From an optimization exercise on the open Yosys and OpenROAD flow, aimed at small area, a short achievable clock period and few clock cycles; shortcuts taken in it are not production practice.
The RTL was checked by simulation tests, not by an equivalence proof against the original design.
Power and IR drop assume default switching activity.

### flow/flow/run.sh
#!/bin/bash
# The standard layout (the standard.sh, unchanged synthesis), with
# sky130_fd_sc_hd__buf_2 as the buffer that placement puts on every
# input and output port instead of the cell buffer_ports picks itself.
set -euo pipefail
export BUFFER_PORTS_ARGS="-buffer_cell sky130_fd_sc_hd__buf_2"
bash standard.sh > standard.log 2>&1
### flow/standard.sh
#!/bin/bash
# synth_recipe.tcl (not shown) runs the flow's synth.tcl, then flattens the netlist and writes it again
# the make line also repeats each setting of config.mk as NAME=value (left out here)
make -C /OpenROAD-flow-scripts/flow DESIGN_CONFIG=/design/flow/config.mk WORK_HOME=/design/flow/orfs CLKGATE_MAP_FILE= SYNTH_SCRIPT=/design/flow/synth_recipe.tcl "${@:-finish}"
### flow/config.mk
export PLATFORM = sky130hd
export DESIGN_NAME = ex_stage_md
export DESIGN_NICKNAME = ex_stage_md
export VERILOG_FILES = /design/flow/design.v
export SDC_FILE = /design/flow/constraint.sdc
export NUM_CORES = 4
export LEC_CHECK = 0
export CAP_MARGIN = 20
export CORE_MARGIN = 2
export CORE_UTILIZATION = 40
export SETUP_SLACK_MARGIN = 3.0
export SLEW_MARGIN = 20
export SYNTH_HIERARCHICAL = 1
### flow/constraint.sdc
create_clock -name core_clock -period 9.0 [get_ports {clk}]
set_input_delay 1.8000 -clock core_clock [delete_from_list [all_inputs] [get_ports {clk}]]
set_output_delay 1.8000 -clock core_clock [all_outputs]
set_load 0.01 [all_outputs]
### flow/design.v
module ex_stage_md #(
  parameter int DATA_W = 32,
  parameter int REG_AW = 5,
  parameter int OP_W   = 5
) (
  input  logic              clk,
  input  logic              reset,
  input  logic              in_valid,
  input  logic [OP_W-1:0]   in_op,
  input  logic [DATA_W-1:0] in_rs_data,
  input  logic [DATA_W-1:0] in_rt_data,
  input  logic [DATA_W-1:0] in_imm,
  input  logic [4:0]        in_shamt,
  input  logic              in_use_imm,
  input  logic              in_use_shamt,
  input  logic [REG_AW-1:0] in_rs,
  input  logic [REG_AW-1:0] in_rt,
  input  logic [REG_AW-1:0] in_rd,
  input  logic              in_dst_rd,
  input  logic              in_wr,
  input  logic              flush,
  input  logic [DATA_W-1:0] fwd_mem_data,
  input  logic [DATA_W-1:0] fwd_wb_data,
  input  logic [1:0]        fwd_sel_a,
  input  logic [1:0]        fwd_sel_b,
  output logic              ex_stall,
  output logic              out_valid,
  output logic [DATA_W-1:0] out_result,
  output logic [DATA_W-1:0] out_store_data,
  output logic [REG_AW-1:0] out_dst,
  output logic [REG_AW-1:0] out_rs,
  output logic [REG_AW-1:0] out_rt
);
  function automatic logic [31:0] rev32(input logic [31:0] x);
    logic [31:0] r;
    for (int i = 0; i < 32; i++) r[i] = x[31-i];
    rev32 = r;
  endfunction
  function automatic logic [31:0] neg32(input logic [31:0] x);
    logic [31:0] p;
    p = x;
    for (int d = 1; d < 32; d = d * 2) p = p | (p << d);
    neg32 = x ^ {p[30:0], 1'b0};
  endfunction
  logic        in_md;
  logic        in_sll;
  logic        in_sub;
  logic        in_ash;
  logic        in_dst_ok;
  logic [31:0] in_a;
  assign in_md     = in_op[4:2] == 3'b011;
  assign in_sll    = in_op == 5'd8;
  assign in_sub    = in_op == 5'd1 || in_op == 5'd6 || in_op == 5'd7;
  assign in_ash    = in_use_shamt & ~in_md;
  assign in_dst_ok = in_wr & (in_op < 5'd12 || in_op == 5'd16 || in_op == 5'd17);
  assign in_a      = in_ash ? {27'b0, in_shamt} : in_rs_data;
  logic        q_valid;
  logic [4:0]  q_op;
  logic [31:0] q_a;       
  logic        q_a_sh;    
  logic [31:0] q_b;       
  logic        q_use_imm;
  logic [31:0] q_rt;      
  logic [4:0]  q_rs;
  logic [4:0]  q_rtn;
  logic [4:0]  q_dst;
  logic        q_cap;     
  logic        q_sub;     
  logic        stall;
  logic        busy;
  logic        fa_on;
  logic        fb_on;
  logic [31:0] fa;
  logic [31:0] fb;
  logic [31:0] af;
  logic [31:0] bf;
  assign fa_on = fwd_sel_a == 2'b10 || fwd_sel_a == 2'b01;
  assign fb_on = fwd_sel_b == 2'b10 || fwd_sel_b == 2'b01;
  assign fa    = fwd_sel_a[1] ? fwd_mem_data : fwd_wb_data;
  assign fb    = fwd_sel_b[1] ? fwd_mem_data : fwd_wb_data;
  assign af    = fa_on ? fa : q_a;
  assign bf    = fb_on ? fb : q_rt;
  logic [4:0] op;
  assign op = q_op;
  logic is_md;
  logic is_grp;
  logic is_log;
  logic need_a;
  logic need_b;
  logic cap;
  assign is_md  = op[4:2] == 3'b011;
  assign is_grp = is_md | op == 5'd16 | op == 5'd17;
  assign need_a = fa_on & ~q_a_sh;
  assign need_b = fb_on & ~q_use_imm;
  assign is_log = (op >= 5'd2 && op <= 5'd5) || op == 5'd11;
  assign cap    = ~is_grp & ~is_log & ~q_cap & (need_a | need_b);
  assign stall  = q_valid & ((is_grp & busy) | cap);
  always_ff @(posedge clk or negedge reset) begin
    if (!reset) begin
      q_valid <= 1'b0;
    end else if (flush) begin
      q_valid <= 1'b0;
    end else if (!stall) begin
      q_valid <= in_valid;
    end
  end
  always_ff @(posedge clk) begin
    if (!stall) begin
      if (!flush) begin
        q_op      <= in_op;
        q_a       <= in_sll ? rev32(in_a) : in_a;
        q_a_sh    <= in_ash;
        q_b       <= (in_use_imm ? in_imm : in_rt_data) ^ {32{in_sub}};
        q_use_imm <= in_use_imm;
        q_rt      <= in_rt_data;
        q_rs      <= in_rs;
        q_rtn     <= in_rt;
        q_dst     <= in_dst_ok ? (in_dst_rd ? in_rd : in_rt) : 5'd0;
        q_cap     <= 1'b0;
        q_sub     <= in_sub;
      end
    end else if (cap) begin
      if (need_a) q_a <= (op == 5'd8) ? rev32(fa) : fa;
      if (need_b) q_b <= fb ^ {32{q_sub}};
      q_cap <= 1'b1;
    end
  end
  logic [31:0] a;
  logic [31:0] b;
  assign a  = q_a;
  assign b  = q_b;
  logic op_sub;
  logic op_slt;
  logic op_sltu;
  logic op_and;
  logic op_or;
  logic op_xor;
  logic op_nor;
  logic op_sll;
  logic op_srl;
  logic op_sra;
  logic op_lui;
  logic op_mfhi;
  logic op_mflo;
  logic op_add;
  assign op_sub  = op == 5'd1;
  assign op_and  = op == 5'd2;
  assign op_or   = op == 5'd3;
  assign op_xor  = op == 5'd4;
  assign op_nor  = op == 5'd5;
  assign op_slt  = op == 5'd6;
  assign op_sltu = op == 5'd7;
  assign op_sll  = op == 5'd8;
  assign op_srl  = op == 5'd9;
  assign op_sra  = op == 5'd10;
  assign op_lui  = op == 5'd11;
  assign op_mfhi = op == 5'd16;
  assign op_mflo = op == 5'd17;
  assign op_add  = ~(op_sub | op_and | op_or | op_xor | op_nor | op_slt |
                     op_sltu | op_sll | op_srl | op_sra | op_lui |
                     op_mfhi | op_mflo);
  logic        do_sub;
  logic [33:0] addsub;
  logic        lt_s;
  logic        lt_u;
  assign do_sub = q_sub;
  assign addsub = {1'b0, a, 1'b1} + {1'b0, b, do_sub};
  assign lt_u   = ~addsub[33];
  assign lt_s   = (a[31] == b[31]) ? a[31] : addsub[32];    
  logic [31:0] sh_out;
  assign sh_out = 32'($signed({op_sra & a[31], a}) >>> b[4:0]);
  logic [31:0] hi;
  logic [31:0] lo;
  logic [31:0] res;
  logic [31:0] res_rg;    
  logic [31:0] res_lg;    
  logic [3:0]  lut;       
  always_comb begin
    res_rg = ({32{op_add | op_sub}} & addsub[32:1])
           | ({32{op_srl | op_sra}} & sh_out)
           | ({32{op_sll}} & rev32(sh_out))
           | ({32{op_mfhi}} & hi)
           | ({32{op_mflo}} & lo);
    res_rg[0] = res_rg[0] | (op_slt & lt_s) | (op_sltu & lt_u);
    lut = {op_and | op_or, op_or | op_xor, op_or | op_xor, op_nor};
  end
  ex_stage_md_lg u_lg (
    .a(q_a), .b(q_b), .fa(fa), .fb(fb), .need_a(need_a), .need_b(need_b),
    .lut(lut), .lui(op_lui), .y(res_lg)
  );
  ex_stage_md_or u_or (.x(res_rg), .y(res_lg), .z(res));
  logic issue;
  assign issue = q_valid & is_md & ~busy;
  assign ex_stall       = stall;
  assign out_valid      = q_valid & ~stall;
  assign out_result     = res;
  assign out_store_data = bf;
  assign out_rs         = q_rs;
  assign out_rt         = q_rtn;
  assign out_dst        = q_dst;
  localparam logic [1:0] PH_PREP = 2'd0;
  localparam logic [1:0] PH_STEP = 2'd1;
  localparam logic [1:0] PH_FIX  = 2'd2;
  localparam logic [1:0] PH_NEG  = 2'd3;
  logic [1:0]  ph;
  logic        f_div;
  logic        f_negq;    
  logic        f_negr;    
  logic        f_uc;      
  logic [4:0]  cnt;
  logic [2:0]  hx;        
  logic [32:0] m;         
  logic [11:0] bc;        
  logic        i_sgn;
  logic        i_div;
  assign i_sgn = ~op[0];
  assign i_div = op[1];
  function automatic logic [11:0] bctl(input logic [7:0] l, input logic p);
    logic [8:0]  w;
    logic [11:0] r;
    w = {l, p};
    for (int k = 0; k < 4; k++) begin
      logic b2;
      logic b1;
      logic b0;
      b2 = w[2*k+2];
      b1 = w[2*k+1];
      b0 = w[2*k];
      r[3*k+2] = b2 & ~(b1 & b0);
      r[3*k+1] = (b2 & ~b1 & ~b0) | (~b2 & b1 & b0);
      r[3*k]   = b1 ^ b0;
    end
    bctl = r;
  endfunction
  localparam logic [11:0] BC_SUB = 12'b000_000_000_101;   
  localparam logic [11:0] BC_ADD = 12'b000_000_000_001;   
  function automatic logic [41:0] brow(input logic [2:0] c,
                                       input logic [32:0] mm);
    logic [41:0] y;
    y = ({42{c[0]}} & {{9{mm[32]}}, mm}) |
        ({42{c[1]}} & {{8{mm[32]}}, mm, 1'b0});
    brow = y ^ {42{c[2]}};
  endfunction
  logic [41:0] x;
  logic [41:0] r1;
  logic [41:0] r2;
  logic [41:0] r3;
  logic [41:0] r4;
  logic [41:0] s1;
  logic [41:0] c1;
  logic [41:0] s2;
  logic [41:0] c2;
  logic [41:0] s3;
  logic [41:0] c3;
  logic [42:0] sum;
  logic [41:0] s;
  logic        n1;
  logic        n2;
  logic        n3;
  logic        n4;
  always_comb begin
    n1 = bc[2];
    n2 = bc[5];
    n3 = bc[8];
    n4 = bc[11];
    x  = {{7{hx[2]}}, hx, hi};
    r1 = brow(bc[2:0], m);
    r2 = {brow(bc[5:3], m), 2'b00};
    r2[1:0] = {n2, n2};
    r3 = {brow(bc[8:6], m), 4'b0000};
    r3[3:0] = {4{n3}};
    r4 = {brow(bc[11:9], m), 6'b000000};
    r4[5:0] = {6{n4}};
    s1 = x ^ r1 ^ r2;
    c1 = {(x[40:0] & r1[40:0]) | (x[40:0] & r2[40:0]) | (r1[40:0] & r2[40:0]), n4};
    s2 = s1 ^ c1 ^ r3;
    c2 = {(s1[40:0] & c1[40:0]) | (s1[40:0] & r3[40:0]) | (c1[40:0] & r3[40:0]), n3};
    s3 = s2 ^ c2 ^ r4;
    c3 = {(s2[40:0] & c2[40:0]) | (s2[40:0] & r4[40:0]) | (c2[40:0] & r4[40:0]), n2};
    sum = {s3, 1'b1} + {c3, n1};
    s = sum[42:1];
  end
  logic [31:0] neg_hi;
  logic [31:0] neg_lo;
  logic [31:0] mag_a;
  logic [31:0] mag_b;
  logic [5:0]  nb_a;
  logic [5:0]  nb_b;
  logic [6:0]  sdiff;
  logic [31:0] m_al;
  assign neg_hi = neg32(hi);
  assign neg_lo = neg32(lo);
  assign mag_a  = hi;
  assign mag_b  = lo;
  always_comb begin
    nb_a = 6'd0;
    nb_b = 6'd0;
    for (int i = 0; i < 32; i++) begin
      if (mag_a[i]) nb_a = 6'(i + 1);
      if (mag_b[i]) nb_b = 6'(i + 1);
    end
  end
  assign sdiff = {1'b0, nb_a} - {1'b0, nb_b};
  assign m_al  = mag_b << sdiff[4:0];
  logic last;
  logic ge;
  assign last = cnt == 5'd0;
  assign ge   = ~s[41];
  always_ff @(posedge clk or negedge reset) begin
    if (!reset) begin
      busy <= 1'b0;
      hi   <= '0;
      lo   <= '0;
    end else if (!busy) begin
      if (issue) begin
        busy <= 1'b1;
        hi   <= i_div ? af : '0;
        lo   <= bf;
      end
    end else begin
      unique case (ph)
        PH_PREP: begin
          if (lo == '0 || sdiff[6]) begin
            lo   <= (lo == '0) ? '1 : '0;
            busy <= 1'b0;
            if (f_negr) hi <= neg_hi;
          end else begin
            lo <= '0;
          end
        end
        PH_STEP: begin
          if (f_div) begin
            if (ge) hi <= s[31:0];
            lo <= {lo[30:0], ge};
          end else begin
            hi <= s[39:8];
            lo <= {s[7:0], lo[31:8]};
          end
          if (last && !(f_div ? (f_negq | f_negr) : f_uc)) busy <= 1'b0;
        end
        PH_NEG: begin
          if (f_negr) hi <= neg_hi;
          if (f_negq ^ f_negr) lo <= neg_lo;
        end
        default: begin
          if (f_div) begin
            if (f_negr) hi <= neg_hi;
            if (f_negq) lo <= neg_lo;
          end else begin
            hi <= s[31:0];
          end
          busy <= 1'b0;
        end
      endcase
    end
  end
  always_ff @(posedge clk) begin
    if (!busy) begin
      if (issue) begin
        ph     <= !i_div ? PH_STEP :
                  (i_sgn & (af[31] | bf[31])) ? PH_NEG : PH_PREP;
        f_div  <= i_div;
        f_negr <= i_sgn & af[31];
        f_negq <= i_sgn & (af[31] ^ bf[31]);
        f_uc   <= ~i_sgn & bf[31];
        m      <= {i_sgn & af[31], af};
        hx     <= '0;
        bc     <= bctl(bf[7:0], 1'b0);
        cnt    <= 5'd3;
      end
    end else begin
      unique case (ph)
        PH_PREP: begin
          ph  <= PH_STEP;
          m   <= {1'b0, m_al};
          cnt <= sdiff[4:0];
          hx  <= '0;
          bc  <= BC_SUB;
        end
        PH_STEP: begin
          if (f_div) begin
            m <= {1'b0, m[32:1]};
          end else begin
            hx <= {s[41], s[41], s[40]};
            bc <= last ? BC_ADD : bctl(lo[15:8], lo[7]);
          end
          cnt <= cnt - 5'd1;
          if (last) ph <= PH_FIX;
        end
        PH_NEG: ph <= PH_PREP;
        default: ;
      endcase
    end
  end
endmodule
module ex_stage_md_lg (
  input  logic [31:0] a,
  input  logic [31:0] b,
  input  logic [31:0] fa,
  input  logic [31:0] fb,
  input  logic        need_a,
  input  logic        need_b,
  input  logic [3:0]  lut,
  input  logic        lui,
  output logic [31:0] y
);
  logic [31:0] al;
  logic [31:0] bl;
  assign al = need_a ? fa : a;
  assign bl = need_b ? fb : b;
  always_comb begin
    for (int i = 0; i < 32; i++) y[i] = lut[{al[i], bl[i]}];
    y[31:16] = y[31:16] | ({16{lui}} & bl[15:0]);
  end
endmodule
module ex_stage_md_or (
  input  logic [31:0] x,
  input  logic [31:0] y,
  output logic [31:0] z
);
  assign z = x | y;
endmodule
==> out/summary.json, run 1 <==
{
  "ant_nets": {"value": 0},
  "ios": {"value": 278},
  "grt_max_degree": {"value": 76},
  "grt_pass1_wl": {"value": 214, "unit": "mm"},
  "yosys-top-cells-area": {"value": "edfxtp_1 16%, mux2i_1 8.6%, xnor2_1 7.6%, fa_1 7.1%, mux4_2 5.2%"},
  "endpoints_failing_setup": {"value": 0},
  "setup.worst_path.class": {"value": "in2out"},
  "cts.path.max_buffers": {"value": 3},
  "timing.final.crit_share": {"value": 67.3, "unit": "%"},
  "final_routed_wirelength": {"value": 153, "unit": "mm"},
  "power_leakage": {"value": 15.8, "unit": "nW"},
  "design.final.nets": {"value": 4549},
  "netlist.area_leader.share": {"value": 16.3, "unit": "%"},
  "worstPathArrival": {"value": 4.26, "unit": "ns"},
  "clock-sinks": {"value": 244},
  "fp.dieArea": {"value": 84400, "unit": "um2"},
  "drc_errors": {"value": 0},
  "detail_route.iter0.violations": {"value": 4204},
  "multi_input_area": {"value": 23800, "unit": "um2"},
  "area_growth": {"value": 15.4, "unit": "%"},
  "yosys_register_bits": {"value": 244},
  "setup.worst_path.end_class": {"value": "primary output"},
  "dominantRegCellSynth": {"value": "edfxtp_1"},
  "holdCritPathClass": {"value": "reg2reg"},
  "via_per_inst": {"value": 6.36},
  "clk_root_buffer_cell": {"value": "clkbuf_16"},
  "rsz0062_at_grt": {"value": "yes"},
  "switching_share": {"value": 58.1, "unit": "%"},
  "layout-drive-gt1-share": {"value": 18.7, "unit": "%"},
  "floorplan.initialDensity": {"value": 40.2, "unit": "%"},
  "design.core.area": {"value": 81700, "unit": "um2"},
  "finalWeightedCongestion": {"value": 1.06},
  "finalCoreUtilization": {"value": 46.3, "unit": "%"},
  "grt.overflow.total": {"value": 0},
  "syn_inst": {"value": 3976},
  "clock_share_of_power": {"value": 7.4, "unit": "%"},
  "timing.critical_path.from_type": {"value": "input pin"},
  "synth_top_area_cell": {"value": "edfxtp_1"},
  "place_hpwl": {"value": 116, "unit": "mm"},
  "synth.cell_area": {"value": 32800, "unit": "um2"},
  "grt_pass1_vias": {"value": 30800},
  "synth_edf_count": {"value": 178},
  "total_switching_power": {"value": 9.85, "unit": "mW"},
  "num_rows": {"value": 105},
  "power_report.internal_total": {"value": 7.09, "unit": "mW"},
  "die_height": {"value": 290, "unit": "um"},
  "worst_pin_slew": {"value": 1.30, "unit": "ns"},
  "avgSynthCellArea": {"value": 8.26, "unit": "um2"},
  "port_buffers": {"value": 277},
  "tritoncts": {"value": "done"},
  "min_path_cells": {"value": 2},
  "critical_path.max_fanout": {"value": 17},
  "share_comb_of_total_power": {"value": 80.8, "unit": "%"},
  "htree_levels": {"value": 1},
  "initial_antenna_violation_count": {"value": 5},
  "num-fill-cells": {"value": 8023},
  "p_per_area": {"value": 447, "unit": "nW/um2"},
  "slew_headroom": {"value": 13.1, "unit": "%"},
  "final.setup_skew": {"value": 0.0395, "unit": "ns"},
  "post-route-min-period": {"value": 6.06, "unit": "ns"},
  "synth.net_count": {"value": 4392},
  "cp_data_required_time": {"value": 7.20, "unit": "ns"},
  "cts_inserted_buffers": {"value": 30},
  "power_frac_seq": {"value": 11.8, "unit": "%"},
  "maxSlewViolCount": {"value": 0},
  "run_status": {"value": "finished clean"},
  "final_hold_viol_count": {"value": 0},
  "ff_latch_area": {"value": 7000, "unit": "um2"},
  "async_flop_share": {"value": 27.0, "unit": "%"},
  "count_of_unique_library_cells_instantiated_by_yosys": {"value": 88},
  "rr_worst_depth": {"value": 16},
  "tns": {"value": 0, "unit": "ns"},
  "ys_seq_area_share": {"value": 21.3, "unit": "%"},
  "routed-via-count": {"value": 33200},
  "firstDrtPassIters": {"value": 8},
  "clk_transition_reported_paths": {"value": 0.06, "unit": "ns"},
  "worstSkewPairLatency": {"value": 0.64, "unit": "ns"},
  "yosysWarnings": {"value": 8},
  "max_freq": {"value": 165, "unit": "MHz"},
  "ir_worst_vdd": {"value": 0.339, "unit": "mV"},
  "die_x": {"value": 290, "unit": "um"},
  "global_route.usage.total": {"value": 34.1, "unit": "%"},
  "maxCapViolCount": {"value": 0},
  "drt-wirelength-per-cell": {"value": 29.3, "unit": "um"}
}
[through the flow]
step | cell area [um2] | instances | power [mW] | hold slack, ns | setup slack [ns]
6_report | 37900 | 5227 | 16.9 | 0.655 | 2.94
5_1_grt | 37900 | 5226 | 17.9 | 0.720 | 2.88
4_1_cts | 36900 | 5166 | 15.9 | 0.651 | 2.95
3_5_place_dp | 35000 | 5054 | 14.4 | 0.635 | 1.94
3_3_place_gp | 35000 | 5053 | 14.4 | 0.631 | 1.89
2_1_floorplan | 32800 | 3976 | 10.3 | 0.466 | 3.06
[critical path, stage by stage]
cell	delay (ns)
buf_2	0.14
buf_12	0.22
mux2i_1	0.84
inv_1	0.09
mux2i_1	0.27
mux4_2	0.39
or2_1	0.32
buf_2	0.17
[per-module statistics from Yosys, one instance, submodules excluded]
module	cell area, um2	times used
ex_stage_md	31000	1
ex_stage_md_lg	1590	1
ex_stage_md_or	200	1
[cell usage in the layout (no fill, tap or decap), drive strengths merged, types with 66 or more instances in the layout]
| master | instances |
|---|---|
| inv | 368 |
| ha | 103 |
| a21oi | 256 |
| edfxtp | 178 |
| a22oi | 141 |
| o21ai | 292 |
| nand2 | 377 |
| a211oi | 67 |
| xnor2 | 285 |
| buf | 467 |
| fa | 116 |
| dfrtp | 66 |
| nor2 | 242 |
| mux4 | 76 |
| mux2i | 283 |
[area by class of cell]
cell class | count | share of cell area (%)
diodes | 1 | 0.00661
clock buffers | 37 | 2.10
clock inverters | 18 | 0.522
inverters | 373 | 3.83
multi-input cells | 3008 | 62.8
flip-flops and latches | 244 | 18.5
well taps | 1070 | 3.54
repair buffers | 475 | 8.65
repair inverters | 1 | 0.0198
[sequential cells by signal, indices dropped and copies added (netlist names), 2 cells and up]
register and count:
hi 32, lo 32, q_a 32, q_op 5, hx 2, q_dst 5, q_rtn 5, cnt 5
q_rt 32, bc 12, q_b 32, q_rs 5, m 33, ph 2
[routing by layer]
layer  part of all wire (%)  GRT usage (%)  wire length, um  up-vias
met5                 0.0092              0               14        -
met4                    7.6           21.1            11600        2
met3                     11           5.87            16100      480
met2                     43           52.9            66400     2183
met1                     38           44.4            58800    16000
li1                       -              -                -    14600
[logic make-up (layout without fill, tap and decap cells)]
logic type	Yosys count	count (layout)	share of synthesized area (%)
buf+inv	725	904	8.47
flops	244	244	21.3
xor+xnor	324	324	8.64
compound gates	1171	1172	23.3
simple gates	907	907	12.5
mux	386	386	14.8
fa+ha+maj	219	219	11.0
other cells	0	1	0
[synth_stat cells, drive strengths merged (41+ instances only)]
cell      n
fa      116
o21ai   292
inv     371
clkbuf  288
a221oi   48
a211oi   67
xnor2   285
mux2i   283
nand2   377
a22oi   141
edfxtp  178
mux4     76
nor2    242
nor3     48
a21o     41
ha      103
o211ai   45
a21oi   256
o31ai    48
dfrtp    66
buf      64
[final timing paths]
kind,startpoint,to,slack [ns]
worst max-delay path,fwd_sel_b[1],out_result[6],2.94
worst min-delay path,lo[1]$_DFFE_PN0P_,lo[1]$_DFFE_PN0P_,0.66
worst max register to register,hi[3]$_DFFE_PN0P_,m[25]$_DFFE_PP_,3.11
worst min register to register,lo[1]$_DFFE_PN0P_,lo[1]$_DFFE_PN0P_,0.66
max in group asynchronous,reset,busy$_DFF_PN0_,6.99
min in group asynchronous,reset,hi[9]$_DFFE_PN0P_,1.31
[power by group through the flow]
stage	registers, mW	clock network, mW	logic (mW)
after global routing	1.99	1.31	14.6
after floorplan	1.59	0	8.69
after detailed placement	2.00	0	12.4
after global placement	2.00	0	12.4
after CTS	1.96	1.27	12.7
final	2.00	1.26	13.7
[timing repair]
item                       CTS  global route
setup endpoints to repair   66            70
hold buffers                 0             0
pin swaps                   10            26
gates resized for setup     73            84
setup buffers               52            53
gates cloned                 5             5
Testbench counts, summed over its fixed seeds: cycles 13,221.
==> run 2: changes to the inputs <==
--- a/flow/design.v
+++ b/flow/design.v
@@ -46,3 +46,2 @@
   logic        in_sll;
-  logic        in_sub;
   logic        in_ash;
@@ -52,3 +51,2 @@
   assign in_sll    = in_op == 5'd8;
-  assign in_sub    = in_op == 5'd1 || in_op == 5'd6 || in_op == 5'd7;
   assign in_ash    = in_use_shamt & ~in_md;
@@ -112,3 +110,3 @@
         q_a_sh    <= in_ash;
-        q_b       <= (in_use_imm ? in_imm : in_rt_data) ^ {32{in_sub}};
+        q_b       <= in_use_imm ? in_imm : in_rt_data;
         q_use_imm <= in_use_imm;
@@ -119,3 +117,3 @@
         q_cap     <= 1'b0;
-        q_sub     <= in_sub;
+        q_sub     <= in_op == 5'd1 || in_op == 5'd6 || in_op == 5'd7;
       end
@@ -123,3 +121,3 @@
       if (need_a) q_a <= (op == 5'd8) ? rev32(fa) : fa;
-      if (need_b) q_b <= fb ^ {32{q_sub}};
+      if (need_b) q_b <= fb;
       q_cap <= 1'b1;
@@ -166,5 +164,5 @@
   assign do_sub = q_sub;
-  assign addsub = {1'b0, a, 1'b1} + {1'b0, b, do_sub};
+  assign addsub = {1'b0, a, 1'b1} + {1'b0, b ^ {32{do_sub}}, do_sub};
   assign lt_u   = ~addsub[33];
-  assign lt_s   = (a[31] == b[31]) ? a[31] : addsub[32];    
+  assign lt_s   = (a[31] ^ b[31]) ? a[31] : addsub[32];
   logic [31:0] sh_out;
@@ -236,48 +234,4 @@
   localparam logic [11:0] BC_ADD = 12'b000_000_000_001;   
-  function automatic logic [41:0] brow(input logic [2:0] c,
-                                       input logic [32:0] mm);
-    logic [41:0] y;
-    y = ({42{c[0]}} & {{9{mm[32]}}, mm}) |
-        ({42{c[1]}} & {{8{mm[32]}}, mm, 1'b0});
-    brow = y ^ {42{c[2]}};
-  endfunction
-  logic [41:0] x;
-  logic [41:0] r1;
-  logic [41:0] r2;
-  logic [41:0] r3;
-  logic [41:0] r4;
-  logic [41:0] s1;
-  logic [41:0] c1;
-  logic [41:0] s2;
-  logic [41:0] c2;
-  logic [41:0] s3;
-  logic [41:0] c3;
-  logic [42:0] sum;
   logic [41:0] s;
-  logic        n1;
-  logic        n2;
-  logic        n3;
-  logic        n4;
-  always_comb begin
-    n1 = bc[2];
-    n2 = bc[5];
-    n3 = bc[8];
-    n4 = bc[11];
-    x  = {{7{hx[2]}}, hx, hi};
-    r1 = brow(bc[2:0], m);
-    r2 = {brow(bc[5:3], m), 2'b00};
-    r2[1:0] = {n2, n2};
-    r3 = {brow(bc[8:6], m), 4'b0000};
-    r3[3:0] = {4{n3}};
-    r4 = {brow(bc[11:9], m), 6'b000000};
-    r4[5:0] = {6{n4}};
-    s1 = x ^ r1 ^ r2;
-    c1 = {(x[40:0] & r1[40:0]) | (x[40:0] & r2[40:0]) | (r1[40:0] & r2[40:0]), n4};
-    s2 = s1 ^ c1 ^ r3;
-    c2 = {(s1[40:0] & c1[40:0]) | (s1[40:0] & r3[40:0]) | (c1[40:0] & r3[40:0]), n3};
-    s3 = s2 ^ c2 ^ r4;
-    c3 = {(s2[40:0] & c2[40:0]) | (s2[40:0] & r4[40:0]) | (c2[40:0] & r4[40:0]), n2};
-    sum = {s3, 1'b1} + {c3, n1};
-    s = sum[42:1];
-  end
+  ex_stage_md_mac u_mac (.hx(hx), .hi(hi), .m(m), .bc(bc), .s(s));
   logic [31:0] neg_hi;
@@ -422 +376,59 @@
 endmodule
+module ex_stage_md_mac (
+  input  logic [2:0]  hx,
+  input  logic [31:0] hi,
+  input  logic [32:0] m,
+  input  logic [11:0] bc,
+  output logic [41:0] s
+);
+  function automatic logic [34:0] brow(input logic [2:0] c,
+                                       input logic [32:0] mm);
+    logic [34:0] y;
+    y = ({35{c[0]}} & {mm[32], mm[32], mm}) |
+        ({35{c[1]}} & {mm[32], mm, 1'b0});
+    brow = y ^ {35{c[2]}};
+  endfunction
+  logic [34:0] v1;
+  logic [34:0] v2;
+  logic [34:0] v3;
+  logic [34:0] v4;
+  logic [41:0] x;
+  logic [41:0] r1;
+  logic [41:0] r2;
+  logic [41:0] r3;
+  logic [41:0] r4;
+  logic [41:0] s1;
+  logic [41:0] c1;
+  logic [41:0] s2;
+  logic [41:0] c2;
+  logic [41:0] s3;
+  logic [41:0] c3;
+  logic [42:0] sum;
+  logic        n1;
+  logic        n2;
+  logic        n3;
+  logic        n4;
+  always_comb begin
+    n1 = bc[2];
+    n2 = bc[5];
+    n3 = bc[8];
+    n4 = bc[11];
+    v1 = brow(bc[2:0], m);
+    v2 = brow(bc[5:3], m);
+    v3 = brow(bc[8:6], m);
+    v4 = brow(bc[11:9], m);
+    x  = {7'b0000000, ~hx[2], hx[1:0], hi};
+    r1 = {7'b1010101, ~v1[34], v1[33:0]};
+    r2 = {5'b00000, ~v2[34], v2[33:0], n2, n2};
+    r3 = {3'b000, ~v3[34], v3[33:0], {4{n3}}};
+    r4 = {1'b0, ~v4[34], v4[33:0], {6{n4}}};
+    s1 = x ^ r1 ^ r2;
+    c1 = {(x[40:0] & r1[40:0]) | (x[40:0] & r2[40:0]) | (r1[40:0] & r2[40:0]), n4};
+    s2 = s1 ^ c1 ^ r3;
+    c2 = {(s1[40:0] & c1[40:0]) | (s1[40:0] & r3[40:0]) | (c1[40:0] & r3[40:0]), n3};
+    s3 = s2 ^ c2 ^ r4;
+    c3 = {(s2[40:0] & c2[40:0]) | (s2[40:0] & r4[40:0]) | (c2[40:0] & r4[40:0]), n2};
+    sum = {s3, 1'b1} + {c3, n1};
+    s = sum[42:1];
+  end
+endmodule
==> out/summary.json, run 2 <==
{
  "global_route.usage.total": {"value": 34.1, "unit": "%"},
  "worstPathArrival": {"value": 4.29, "unit": "ns"},
  "tns": {"value": 0, "unit": "ns"},
  "timing.critical_path.from_type": {"value": "flip-flop"},
  "detail_route.iter0.violations": {"value": 4150},
  "worst-path-stages": {"value": 14},
  "cp_cell_sequence": {"value": "buf_6, buf_12, buf_4, xor2_1, ha_1, and3_2, and4_1, o2111ai_2, nand3_2, a32oi_2, mux2_4, a211o_4, or2_4, buf_6"},
  "grt_max_degree": {"value": 86},
  "htree_levels": {"value": 1},
  "drt-wirelength-per-cell": {"value": 29.2, "unit": "um"},
  "firstDrtPassIters": {"value": 6},
  "reg2reg_to": {"value": "hi[29]$_DFFE_PN0P_"},
  "synth_top_cells_by_count": {"value": "296 x a21oi_1, 291 x nand2_1, 279 x inv_1, 268 x clkbuf_1, 246 x nor2_1"},
  "ios": {"value": 278},
  "netlist.area_leader.share": {"value": 16.6, "unit": "%"},
  "maxSlewViolCount": {"value": 0},
  "clk_transition_reported_paths": {"value": 0.07, "unit": "ns"},
  "ant_nets": {"value": 0},
  "power_frac_seq": {"value": 12.3, "unit": "%"},
  "port_buffers": {"value": 277},
  "async_flop_share": {"value": 27.0, "unit": "%"},
  "share_comb_of_total_power": {"value": 79.9, "unit": "%"},
  "holdCritPathClass": {"value": "reg2reg"},
  "p_per_area": {"value": 441, "unit": "nW/um2"},
  "setup.worst_path.end_class": {"value": "primary output"},
  "grt_pass1_vias": {"value": 30100},
  "area_growth": {"value": 14.6, "unit": "%"},
  "grt.overflow.total": {"value": 0},
  "synth_top_area_cell": {"value": "edfxtp_1"},
  "cp-startpoint": {"value": "q_sub$_DFFE_PP_"},
  "endpoints_failing_setup": {"value": 0},
  "tritoncts": {"value": "done"},
  "rr_startpoint": {"value": "bc[3]$_DFFE_PP_"},
  "run_status": {"value": "finished clean"},
  "place_hpwl": {"value": 112, "unit": "mm"},
  "clock-sinks": {"value": 244},
  "routed-via-count": {"value": 32300},
  "post_dp_cell_area": {"value": 34400, "unit": "um2"},
  "worst_path_most_repeated_cell": {"value": "buf_6"},
  "setup.worst_path.class": {"value": "reg2out"},
  "yosys-top-cells-area": {"value": "edfxtp_1 17%, mux2i_1 7.5%, fa_1 6.8%, mux4_2 5.7%, xnor2_1 5.6%"},
  "dominantRegCellSynth": {"value": "edfxtp_1"},
  "final.setup_skew": {"value": 0.0422, "unit": "ns"},
  "yosysWarnings": {"value": 9},
  "initial_antenna_violation_count": {"value": 2},
  "max_freq": {"value": 164, "unit": "MHz"},
  "post-route-cell-area": {"value": 36900, "unit": "um2"},
  "synth.net_count": {"value": 4218},
  "report.power.total": {"value": 16.3, "unit": "mW"},
  "grt_pass1_wl": {"value": 209, "unit": "mm"},
  "syn_inst": {"value": 3809},
  "synthMostInstantiatedCell": {"value": "a21oi_1"},
  "clock_share_of_power": {"value": 7.7, "unit": "%"},
  "end_point_of_the_critical_path": {"value": "out_result[0]"},
  "via_per_inst": {"value": 6.45},
  "avgSynthCellArea": {"value": 8.46, "unit": "um2"},
  "clk_root_buffer_cell": {"value": "clkbuf_16"},
  "finalWeightedCongestion": {"value": 1.02},
  "final_hold_viol_count": {"value": 0},
  "timing.final.crit_share": {"value": 67.6, "unit": "%"},
  "count_of_unique_library_cells_instantiated_by_yosys": {"value": 86},
  "rsz0062_at_grt": {"value": "yes"},
  "die_x": {"value": 288, "unit": "um"},
  "floorplan.initialDensity": {"value": 40.2, "unit": "%"},
  "design.core.area": {"value": 80200, "unit": "um2"},
  "layout-drive-gt1-share": {"value": 20.2, "unit": "%"},
  "maxCapViolCount": {"value": 0},
  "timing.critical_path.slowest_cell_delay": {"value": 0.39, "unit": "ns"},
  "layout_common_cells": {"value": "288 x nand2_1, 279 x inv_1, 278 x a21oi_1, 274 x buf_2, 240 x nor2_1"},
  "cp_data_required_time": {"value": 7.20, "unit": "ns"},
  "rr_worst_depth": {"value": 23},
  "total_switching_power": {"value": 9.44, "unit": "mW"},
  "synth.cell_area": {"value": 32200, "unit": "um2"},
  "largest_register_ffs": {"value": 33},
  "num_rows": {"value": 104},
  "pre_cts_slack": {"value": 2.23, "unit": "ns"},
  "power_report.internal_total": {"value": 6.83, "unit": "mW"},
  "timing.critical_path.max_delay_family": {"value": "compound AO/OA/AOI/OAI gates"},
  "ir_worst_vdd": {"value": 0.465, "unit": "mV"},
  "die_height": {"value": 288, "unit": "um"},
  "critical_path.max_fanout": {"value": 9},
  "fin_ws": {"value": 2.91, "unit": "ns"},
  "cts.path.max_buffers": {"value": 3},
  "switching_share": {"value": 58.0, "unit": "%"},
  "worst_pin_slew": {"value": 1.24, "unit": "ns"},
  "power_leakage": {"value": 14.9, "unit": "nW"},
  "fp.dieArea": {"value": 82800, "unit": "um2"},
  "ys_seq_area_share": {"value": 21.7, "unit": "%"},
  "drc_errors": {"value": 0},
  "most_common_cell_after_layout_fill_and_taps_aside": {"value": "nand2_1"},
  "hp-start": {"value": "hi[1]$_DFFE_PN0P_"},
  "largest-register": {"value": "m"},
  "slew_headroom": {"value": 15.0, "unit": "%"},
  "cts_inserted_buffers": {"value": 28},
  "worst-r2r-setup-slack": {"value": 3.15, "unit": "ns"},
  "worstPathBufferInverterCount": {"value": 4},
  "yosys_register_bits": {"value": 244},
  "post-route-min-period": {"value": 6.09, "unit": "ns"},
  "worstSkewPairLatency": {"value": 0.62, "unit": "ns"},
  "synth_edf_count": {"value": 178},
  "critical_path.slowest_cell": {"value": "a211o_4"},
  "design.final.nets": {"value": 4334},
  "final_routed_wirelength": {"value": 147, "unit": "mm"}
}
run 2: changes by cell type in the layout (fill, tap and decap cells not counted), moves of 33 or more:
cell	change
a22oi_1	+40
xor2_1	+42
inv_1	-85
a21oi_1	+33
nand2_1	-88
nor2b_1	+33
xnor2_1	-77
mux2i_1	-35
o21ai_0	-72
run 2: what timing repair did:
item,CTS,global route
buffers inserted,27,40
pin swaps,14,38
resized for setup,90,100
gates cloned,4,2
setup endpoints to repair,70,65
hold buffers,0,0
run 2: per-module statistics from Yosys, one instance, submodules excluded:
module | area [um2] | cells inside
ex_stage_md | 23000 | 2722
ex_stage_md_or | 200 | 32
ex_stage_md_mac | 7450 | 921
ex_stage_md_lg | 1590 | 134
run 2: metal layers:
layer / part of all wire, % / track usage [%] / routed length (um)
met1: 39 / 45.6 / 57400
met4: 7.8 / 22.1 / 11400
met5: 0 / 0 / 0
met2: 43 / 50.7 / 62700
met3: 10 / 5.71 / 15100
run 2: worst min-delay path by stage:
stage / to / slack [ns] / depth (start not counted)
floorplan: f_div$_DFFE_PP_ / 0.42 / 0
global placement: lo[19]$_DFFE_PN0P_ / 0.67 / 3
detailed placement: lo[19]$_DFFE_PN0P_ / 0.67 / 3
CTS: lo[19]$_DFFE_PN0P_ / 0.69 / 3
global route: cnt[0]$_SDFFCE_PN1P_ / 0.74 / 3
finish: hi[1]$_DFFE_PN0P_ / 0.69 / 2
run 2: worst register-to-register path: cells and delay by family, from the launching register on:
kind            cells  cell delay, ns
fa+ha+maj           4            1.77
compound gates     12            2.42
flops               1            0.44
xor+xnor            2            0.33
buf+inv             4            0.46
mux                 1            0.32
run 2: cell type report:
class / instances / area, um2
multi-input combinational: 2916 / 23600
clock inverter: 17 / 239
fill: 7977 / 43200
antenna: 4 / 10.0
sequential: 244 / 7000
inverter: 284 / 1070
clock buffer: 35 / 737
timing repair buffer: 451 / 2980
tap: 1060 / 1330
run 2: through the flow:
step	std cells	utilization [%]	hold WS (ns)
floorplan	3809	-	0.424
global placement	4881	42.9	0.667
detailed placement	4881	42.9	0.675
CTS	4964	45.0	0.689
global route	5007	46.0	0.737
finish	5011	46.1	0.695
run 2: power by group through the flow:
stage	clock network [mW]	registers (mW)	logic, mW
global placement	0	2.00	11.6
global route	1.29	2.02	13.7
detailed placement	0	2.00	11.6
CTS	1.26	1.97	11.8
finish	1.26	2.01	13.0
floorplan	0	1.60	7.90
run 2: kinds of logic after synthesis:
family | Yosys count | share of synthesized area, %
buffers and inverters | 651 | 7.97
and+or+nand+nor | 825 | 11.8
xor gates and xnor gates | 290 | 7.88
DFF | 244 | 21.7
muxes | 376 | 15.0
adders and majority gates | 212 | 10.8
AOI/OAI and AO/OA | 1211 | 24.9
Testbench counts of run 2, summed over its fixed seeds: cycles 13,221.

[port drivers added, routing unchanged]
How much do the figures lean on ideal ports? The routed layouts below were timed once more, with nothing changed but the port constraints.
Step 1: set_driving_cell puts a clkbuf_16 on clk and a buf_2 on each other input, an assumption about the parent block.
Step 2 moves the port delays by t, midway between the first and last clock arrival at a register: inputs arrive t later, outputs are due t later. That takes back most of the time a late clock gives input paths.
a / b / c = no drivers / after step 1 / after step 2; a / b = the first two.
run	shift t [ns]	setup WS [ns]	hold WS [ns]	worst setup path after step 2	pins driven straight from the clock port
run 1	0.685	2.943 / 2.892 / 2.922	0.655 / 0.655 / 0.655	input to output	1
run 2	0.661	2.915 / 2.853 / 2.953	0.695 / 0.695 / 0.695	input to output	1
After both steps every run listed still meets setup and hold. For run 1, which loses most, drivers alone change the setup slack by -0.051 ns; drivers and shift together by -0.021 ns.
